Source: an optimization exercise on an open RTL-to-GDS flow (aim: small area and a short achievable clock period). Production flows keep margins and buffers that such runs may drop. Where RTL was checked, it was by simulation tests only, not by an equivalence proof against the original. No activity file was given, so power comes from the tool's default toggle rates.

// cfgTop
module cfgTop
(
  input  logic                    clk,
  input  logic                    rstN,
  input  logic                    psel,
  input  logic                    penable,
  input  logic                    pwrite,
  input  logic [8-1:0]  paddr,
  input  logic [16-1:0]                pwdata,
  output logic [16-1:0]                     prdata,
  output logic                         pready,
  output logic                         pslverr,
  output logic [10-1:0]         filtsUsed,
  output logic [27-1:0]         incrementConstant,
  output logic [27-1:0]         decayConstant,
  output logic [4-1:0]          gensUsed,
  output logic [4-1:0]          gensEn,
  output logic                         reportTags,
  output logic                         pReset,
  output logic                         sReset,
  output logic                         progValid,
  input  logic                    progReady,
  output logic [4-1:0]          progGenIdx,
  output logic [16-1:0]        progPeriod,
  output logic [16-1:0]        progTicks,
  output logic [11-1:0]           progTag,
  output logic [48-1:0]                         currentTime,
  output logic                         unitTick,
  output logic                         hbPulse
);
make LEC_CHECK=0 CAP_MARGIN=20 CORE_MARGIN=2 CORE_UTILIZATION=60 SETUP_SLACK_MARGIN=3.5 SLEW_MARGIN=20 finish   # period 6.0 ns
run.sh (not shown) runs the stock make flow with config.mk's settings and CLKGATE_MAP_FILE= SYNTH_SCRIPT=/design/flow/synth_recipe.tcl, a recipe that flattens the netlist after the stock synthesis.
The first run finished with timing, DRC and antenna clean.
Rerun with:
==> flow/flow/run.sh (new file) <==
#!/bin/bash
# Standard layout, with plain buf_2 cells as the port buffers and a clock
# tree without dummy loads. Each tool's output goes to a log of its own here.
set -euo pipefail
export BUFFER_PORTS_ARGS="-buffer_cell sky130_fd_sc_hd__buf_2"
export CTS_ARGS="-sink_clustering_enable -repair_clock_nets -dont_use_dummy_load"
bash standard.sh synth > make_synth.log 2>&1
bash standard.sh > make_layout.log 2>&1
==> flow/standard.sh (new file) <==
#!/bin/bash
# synth_recipe.tcl (not shown) runs the flow's synth.tcl, then flattens the netlist and writes it again
# the make line also repeats each setting of config.mk as NAME=value (left out here)
make -C /OpenROAD-flow-scripts/flow DESIGN_CONFIG=/design/flow/config.mk WORK_HOME=/design/flow/orfs CLKGATE_MAP_FILE= SYNTH_SCRIPT=/design/flow/synth_recipe.tcl "${@:-finish}"
removed: flow/run.sh
Worst setup slack gains 0.16 ns.
Core utilization fell by 5.3 points.
Sequential power increases by about 0.7%.
Die area stays the same.
Routed wire length falls by 8.0%.
Clock power shrinks by 17%.


Another version of the RTL of cfgTop (not shown whole).
Size in the first run: roughly 2,900 cells after synthesis, ~33,000 µm² of cells after synthesis.
==> flow/config.mk <==
export PLATFORM = sky130hd
export DESIGN_NAME = cfgTop
export DESIGN_NICKNAME = cfgTop
export VERILOG_FILES = /design/flow/design.v
export SDC_FILE = /design/flow/constraint.sdc
export NUM_CORES = 4
export LEC_CHECK = 0
export CAP_MARGIN = 20
export CORE_MARGIN = 2
export CORE_UTILIZATION = 40
export SETUP_SLACK_MARGIN = 3.3
export SLEW_MARGIN = 20
==> flow/constraint.sdc <==
create_clock -name core_clock -period 6.0 [get_ports {clk}]
set_input_delay 1.2000 -clock core_clock [delete_from_list [all_inputs] [get_ports {clk}]]
set_output_delay 1.2000 -clock core_clock [all_outputs]
set_load 0.01 [all_outputs]
Stock flow here: none of the scripts above is used.
Next try:
Settings changed: CORE_UTILIZATION 40 to 60.
Design area goes down by 1.1%. Routed wire length came out lower by 4.0%. Sequential share of layout area increases by 0.45 points. Power drops by 2.3%.
No run of this note included a check of the RTL's function; only the layout flow was run.


cfgTop, a different RTL version from the one above (not shown whole).
Size: roughly 750 flip-flops, roughly 220 I/O pins.
export LEC_CHECK = 0
export CAP_MARGIN = 20
export CORE_MARGIN = 2
export CORE_UTILIZATION = 55
export SETUP_SLACK_MARGIN = 3.3
export SLEW_MARGIN = 20
create_clock -name core_clock -period 6.0 [get_ports {clk}]
standard.sh (not shown) runs the stock make flow with config.mk's settings and CLKGATE_MAP_FILE= SYNTH_SCRIPT=/design/flow/synth_recipe.tcl, a recipe that flattens the netlist after the stock synthesis.
==> flow/flow/run.sh <==
#!/bin/bash
# Standard layout, with plain buf_2 cells as the port buffers and a clock
# tree without dummy loads. Each tool's output goes to a log of its own here.
set -euo pipefail
export BUFFER_PORTS_ARGS="-buffer_cell sky130_fd_sc_hd__buf_2"
export CTS_ARGS="-sink_clustering_enable -repair_clock_nets -dont_use_dummy_load -sink_clustering_size 20 -sink_clustering_max_diameter 100"
bash standard.sh synth > make_synth.log 2>&1
bash standard.sh > make_layout.log 2>&1
Edit:
--- a/flow/config.mk
+++ b/flow/config.mk
@@ -8,5 +8,5 @@
 export CAP_MARGIN = 20
 export CORE_MARGIN = 2
-export CORE_UTILIZATION = 55
+export CORE_UTILIZATION = 65
 export SETUP_SLACK_MARGIN = 3.3
 export SLEW_MARGIN = 20
What happened:
- setup slack gets worse by 70 ps
- final cell count drops by about 3.5%
- sequential power barely changes
- die area went down by 15%
Edit:
--- a/flow/config.mk
+++ b/flow/config.mk
@@ -8,5 +8,5 @@
 export CAP_MARGIN = 20
 export CORE_MARGIN = 2
-export CORE_UTILIZATION = 65
-export SETUP_SLACK_MARGIN = 3.3
+export CORE_UTILIZATION = 55
+export SETUP_SLACK_MARGIN = 3.4
 export SLEW_MARGIN = 20
Result:
- The new run produced a clean layout
- worst hold slack gets better by 38 ps
- core utilization drops by 10 points
- synthesized cell count is unchanged
- die area rose by 18%
- design area goes up by 1.8%
- clock skew goes up by 25 ps
- global-route usage goes down by 6.7 points
Edit:
--- a/flow/config.mk
+++ b/flow/config.mk
@@ -9,4 +9,4 @@
 export CORE_MARGIN = 2
 export CORE_UTILIZATION = 55
-export SETUP_SLACK_MARGIN = 3.4
+export SETUP_SLACK_MARGIN = 3.2
 export SLEW_MARGIN = 20
Effect: Final cell count falls by 0.92%. Non-clock buffer count falls by 31. Count of clock-buffer cells in the layout does not change. Final area falls by 1.7%. Wire length falls by 0.48%. Worst setup slack gets worse by 75 ps. Power falls by 0.97%.


## the reference run
The RTL this note starts from:
==> flow/design.v <==
`timescale 1ns/1ps
`default_nettype none
module cfgApbSlave
(
  input  logic                       clk,
  input  logic                       rstN,
  input  logic                       psel,
  input  logic                       penable,
  input  logic                       pwrite,
  input  logic [8-1:0]     paddr,
  input  logic [16-1:0]      pwdata,
  output logic [16-1:0]      prdata,
  output logic                       pready,
  output logic                       pslverr,
  output logic [32-1:0][16-1:0] regBank,
  output logic                       chunkTake,
  output logic [16-1:0]      chunkData,
  input  logic                       progValid,
  input  logic                       progValidNext
);
  localparam int IdxW = $clog2(32);
  localparam int BankW = 32 * 16;
  localparam logic [BankW-1:0] ResetVals =
      (BankW'(1)     << (1   * 16)) |
      (BankW'(10000) << (7    * 16)) |
      (BankW'(10000) << (11    * 16)) |
      (BankW'(1)     << (15 * 16)) |
      (BankW'(3)     << (16    * 16));
  logic            accState;    
  logic            nextAcc;
  logic            setup;
  logic            regHit;
  logic            progHit;
  logic            errHit;
  logic            wrQ;
  logic [IdxW-1:0] idxQ;
  logic            progWQ;
  assign regHit  = !paddr[7];
  assign progHit = paddr == 8'h80;
  assign errHit  = paddr[7] && (paddr[6:0] != '0);
  assign setup   = !accState && psel && !penable;
  assign nextAcc = accState ? !(!psel || pready) : (psel && !penable);
  always_ff @(posedge clk or negedge rstN) begin
    if (!rstN) begin
      accState <= 1'b0;
      pready   <= 1'b0;
      pslverr  <= 1'b0;
      prdata   <= '0;
      wrQ      <= 1'b0;
      progWQ   <= 1'b0;
    end else begin
      accState <= nextAcc;
      pready   <= nextAcc && !(pwrite && progHit && progValidNext);
      pslverr  <= setup && errHit;
      prdata   <= (setup && !pwrite && regHit) ? regBank[paddr[IdxW+1:2]] : '0;
      wrQ      <= setup && pwrite && regHit;
      progWQ   <= nextAcc && pwrite && progHit;
    end
  end
  always_ff @(posedge clk) begin
    idxQ <= paddr[IdxW+1:2];
  end
  assign chunkTake = progWQ && !progValid;
  assign chunkData = pwdata;
  always_ff @(posedge clk or negedge rstN) begin
    if (!rstN) begin
      regBank <= ResetVals;
    end else if (wrQ) begin
      regBank[idxQ] <= pwdata;
    end
  end
endmodule
`default_nettype wire
`timescale 1ns/1ps
`default_nettype none
module progDeserializer
#(
  parameter int outW    = 47,
  parameter int nChunks = 3
) (
  input  logic                   clk,
  input  logic                   rstN,
  input  logic                   inTake,
  input  logic [16-1:0]  inData,
  output logic                   outValid,
  output logic                   outValidNext,
  output logic [outW-1:0]        outWord,
  input  logic                   outReady
);
  localparam int InW  = 16;
  localparam int BufW = nChunks * InW;
  localparam int CntW = (nChunks > 1) ? $clog2(nChunks) : 1;
  localparam logic [CntW-1:0] LastCnt = CntW'(nChunks - 1);
  logic [CntW-1:0]  chunkCnt;
  logic [BufW-1:0]  shiftBuf;
  logic             last;
  assign last = chunkCnt == LastCnt;
  assign outValidNext = outValid ? !outReady : (inTake && last);
  always_ff @(posedge clk) begin
    if (inTake) begin
      shiftBuf <= {inData, shiftBuf[BufW-1:InW]};
    end
  end
  always_ff @(posedge clk or negedge rstN) begin
    if (!rstN) begin
      chunkCnt <= '0;
      outValid <= 1'b0;
    end else begin
      if (inTake) begin
        chunkCnt <= last ? '0 : chunkCnt + 1'b1;
      end
      outValid <= outValidNext;
    end
  end
  assign outWord = shiftBuf[outW-1:0];
endmodule
`default_nettype wire
`timescale 1ns/1ps
`default_nettype none
module cfgMapper
(
  input  logic                       clk,
  input  logic                       rstN,
  input  logic [32-1:0][16-1:0]   regBank,
  output logic [10-1:0]            filtsUsed,
  output logic [27-1:0]            incrementConstant,
  output logic [27-1:0]            decayConstant,
  output logic [4-1:0]             gensUsed,
  output logic [4-1:0]             gensEn,
  output logic [16-1:0]                         unitLen,
  output logic [48-1:0]                            timeElapsed,
  output logic [48-1:0]                            sendHbEvery,
  output logic                            resetTime,
  output logic                            reportTags,
  output logic                            pReset,
  output logic                            sReset,
  input  logic                       chunkTake,
  input  logic [16-1:0]                   chunkData,
  output logic                            progValid,
  output logic                            progValidNext,
  input  logic                       progReady,
  output logic [4-1:0]             progGenIdx,
  output logic [16-1:0]           progPeriod,
  output logic [16-1:0]           progTicks,
  output logic [11-1:0]              progTag
);
  localparam int WordW        = 16;
  localparam int FiltsLsb     = 0 * WordW;
  localparam int IncLsb       = 1 * WordW;
  localparam int DecayLsb     = 3 * WordW;
  localparam int GensUsedLsb  = 5 * WordW;
  localparam int GensEnLsb    = 6 * WordW;
  localparam int UnitLenLsb   = 7 * WordW;
  localparam int ElapsedLsb   = 8 * WordW;
  localparam int HbEveryLsb   = 11 * WordW;
  localparam int ResetTimeLsb = 14 * WordW;
  localparam int TagsLsb      = 15 * WordW;
  localparam int BdResetLsb   = 16 * WordW;
  logic [32*WordW-1:0] bankFlat;
  logic [47-1:0]                   progWord;
  assign bankFlat = regBank;
  assign filtsUsed         = bankFlat[FiltsLsb +: 10];
  assign incrementConstant = bankFlat[IncLsb +: 27];
  assign decayConstant     = bankFlat[DecayLsb +: 27];
  assign gensUsed          = bankFlat[GensUsedLsb +: 4];
  assign gensEn            = bankFlat[GensEnLsb +: 4];
  assign unitLen           = bankFlat[UnitLenLsb +: 16];
  assign timeElapsed       = bankFlat[ElapsedLsb +: 48];
  assign sendHbEvery       = bankFlat[HbEveryLsb +: 48];
  assign resetTime         = bankFlat[ResetTimeLsb];
  assign reportTags        = bankFlat[TagsLsb];
  assign pReset            = bankFlat[BdResetLsb];
  assign sReset            = bankFlat[BdResetLsb + 1];
  progDeserializer #(
    .outW    (47),
    .nChunks (3)
  ) u_progDes (
    .clk      (clk),
    .rstN     (rstN),
    .inTake   (chunkTake),
    .inData   (chunkData),
    .outValid (progValid),
    .outValidNext (progValidNext),
    .outWord  (progWord),
    .outReady (progReady)
  );
  assign {progGenIdx, progPeriod, progTicks, progTag} = progWord;
endmodule
`default_nettype wire
`timescale 1ns/1ps
`default_nettype none
module timeMgr
(
  input  logic                 clk,
  input  logic                 rstN,
  input  logic [16-1:0]  unitLen,
  input  logic [48-1:0]  timeElapsed,
  input  logic [48-1:0]  sendHbEvery,
  input  logic                 resetTime,
  output logic [48-1:0]  currentTime,
  output logic                 unitTick,
  output logic                 hbPulse
);
  logic [16-1:0] unitNext;    
  logic [48-1:0] hbNext;      
  logic                wrap;
  logic                hbDue;
  assign wrap  = unitNext >= unitLen;
  assign hbDue = hbNext >= sendHbEvery;
  always_ff @(posedge clk or negedge rstN) begin
    if (!rstN) begin
      unitNext    <= 16'(1);
      hbNext      <= 48'(1);
      currentTime <= '0;
      unitTick    <= 1'b0;
      hbPulse     <= 1'b0;
    end else if (resetTime) begin
      unitNext    <= 16'(1);
      hbNext      <= 48'(1);
      currentTime <= timeElapsed;
      unitTick    <= 1'b0;
      hbPulse     <= 1'b0;
    end else begin
      unitTick <= wrap;
      hbPulse  <= wrap && hbDue;
      if (wrap) begin
        unitNext    <= 16'(1);
        currentTime <= currentTime + 1'b1;
        hbNext      <= hbDue ? 48'(1) : hbNext + 1'b1;
      end else begin
        unitNext <= unitNext + 1'b1;
      end
    end
  end
endmodule
`default_nettype wire
`timescale 1ns/1ps
`default_nettype none
module cfgTop
(
  input  logic                    clk,
  input  logic                    rstN,
  input  logic                    psel,
  input  logic                    penable,
  input  logic                    pwrite,
  input  logic [8-1:0]  paddr,
  input  logic [16-1:0]                pwdata,
  output logic [16-1:0]                     prdata,
  output logic                         pready,
  output logic                         pslverr,
  output logic [10-1:0]         filtsUsed,
  output logic [27-1:0]         incrementConstant,
  output logic [27-1:0]         decayConstant,
  output logic [4-1:0]          gensUsed,
  output logic [4-1:0]          gensEn,
  output logic                         reportTags,
  output logic                         pReset,
  output logic                         sReset,
  output logic                         progValid,
  input  logic                    progReady,
  output logic [4-1:0]          progGenIdx,
  output logic [16-1:0]        progPeriod,
  output logic [16-1:0]        progTicks,
  output logic [11-1:0]           progTag,
  output logic [48-1:0]                         currentTime,
  output logic                         unitTick,
  output logic                         hbPulse
);
  logic [32-1:0][16-1:0] regBank;
  logic [16-1:0]                 chunkData;
  logic                     chunkTake;
  logic                     progValidNext;
  logic [16-1:0]                  unitLen;
  logic [48-1:0]                     timeElapsed;
  logic [48-1:0]                     sendHbEvery;
  logic                     resetTime;
  cfgApbSlave u_slave (
    .clk          (clk),
    .rstN         (rstN),
    .psel         (psel),
    .penable      (penable),
    .pwrite       (pwrite),
    .paddr        (paddr),
    .pwdata       (pwdata),
    .prdata       (prdata),
    .pready       (pready),
    .pslverr      (pslverr),
    .regBank      (regBank),
    .chunkTake    (chunkTake),
    .chunkData    (chunkData),
    .progValid    (progValid),
    .progValidNext (progValidNext)
  );
  cfgMapper u_mapper (
    .clk               (clk),
    .rstN              (rstN),
    .regBank           (regBank),
    .filtsUsed         (filtsUsed),
    .incrementConstant (incrementConstant),
    .decayConstant     (decayConstant),
    .gensUsed          (gensUsed),
    .gensEn            (gensEn),
    .unitLen           (unitLen),
    .timeElapsed       (timeElapsed),
    .sendHbEvery       (sendHbEvery),
    .resetTime         (resetTime),
    .reportTags        (reportTags),
    .pReset            (pReset),
    .sReset            (sReset),
    .chunkTake         (chunkTake),
    .chunkData         (chunkData),
    .progValid         (progValid),
    .progValidNext     (progValidNext),
    .progReady         (progReady),
    .progGenIdx        (progGenIdx),
    .progPeriod        (progPeriod),
    .progTicks         (progTicks),
    .progTag           (progTag)
  );
  timeMgr u_timeMgr (
    .clk         (clk),
    .rstN        (rstN),
    .unitLen     (unitLen),
    .timeElapsed (timeElapsed),
    .sendHbEvery (sendHbEvery),
    .resetTime   (resetTime),
    .currentTime (currentTime),
    .unitTick    (unitTick),
    .hbPulse     (hbPulse)
  );
endmodule
`default_nettype wire
export LEC_CHECK = 0
export ABC_CLOCK_PERIOD_IN_PS = 2500
export CAP_MARGIN = 20
export CORE_MARGIN = 2
export CORE_UTILIZATION = 40
export SETUP_SLACK_MARGIN = 3.5
export SLEW_MARGIN = 20
create_clock -name core_clock -period 6.0 [get_ports {clk}]
run.sh (not shown) runs the stock make flow with config.mk's settings and CLKGATE_MAP_FILE= SYNTH_SCRIPT=/design/flow/synth_recipe.tcl, a recipe that flattens the netlist after the stock synthesis.
Stock flow here: none of the scripts above is used.
The reference run: all stages complete, timing, DRC and antenna checks passed
Relative to the reference run, the following input files were edited for the trial run:
- removing ABC_CLOCK_PERIOD_IN_PS (formerly 2500)
==> summary.txt <==
Re initial standard-cell utilization of the core: no difference whatsoever between the reference run and the trial run. The reference run → the trial run: proportion of total power due to net switching about even; CTS buffer count level; cell depth of the worst setup path neither gained nor lost much.
No run of this note included a check of the RTL's function; only the layout flow was run.

port drivers added, routing unchanged:
In the flow no input, the clock included, has a driving cell. The finished layouts below were timed again as built, in two steps.
Step 1, drivers: a clkbuf_16 drives clk and a buf_2 each remaining input, both assumed.
Step 2 adds t to the input delays and takes it off the output delays; t is the mean of the earliest and latest rising clock arrival at the registers after step 1. Input paths then give back, and output paths get back, about the clock's delay inside the block.
a / b / c = ideal / step 1 / step 2; a / b = the first two.
| run | t, ns | setup slack, ns | worst setup path after step 2 | latest minus earliest clock arrival (ns) | worst slew at a driven data input, ns |
|---|---|---|---|---|---|
| the first run of note 1 | 0.680 | 3.214 / 3.214 / 2.724 | input to register | 0.034 / 0.035 | 0.05 |
| the second run of note 1 | 0.668 | 3.378 / 3.378 / 2.735 | input to register | 0.039 / 0.039 | 0.14 |
| the first run of note 2 | 0.698 | 3.150 / 3.150 / 2.770 | input to register | 0.026 / 0.026 | 0.05 |
| the second run of note 2 | 0.696 | 3.212 / 3.193 / 2.732 | input to register | 0.029 / 0.028 | 0.06 |
| the first run of note 3 | 0.663 | 3.250 / 3.244 / 2.607 | input to register | 0.045 / 0.045 | 0.13 |
| the second run of note 3 | 0.657 | 3.180 / 3.168 / 2.511 | input to register | 0.038 / 0.038 | 0.09 |
| the third run of note 3 | 0.676 | 3.254 / 3.226 / 2.550 | input to register | 0.060 / 0.059 | 0.09 |
| the fourth run of note 3 | 0.663 | 3.179 / 3.205 / 2.553 | input to register | 0.053 / 0.052 | 0.07 |
| the reference run | 0.697 | 2.927 / 2.927 / 2.674 | input to register | 0.031 / 0.031 | 0.18 |
| the trial run | 0.697 | 2.927 / 2.927 / 2.674 | input to register | 0.031 / 0.031 | 0.18 |
After both steps setup and hold are still met in every run listed. The setup slack of the third run of note 3, which loses most, moves by -0.028 ns with the drivers and by -0.704 ns with both steps.
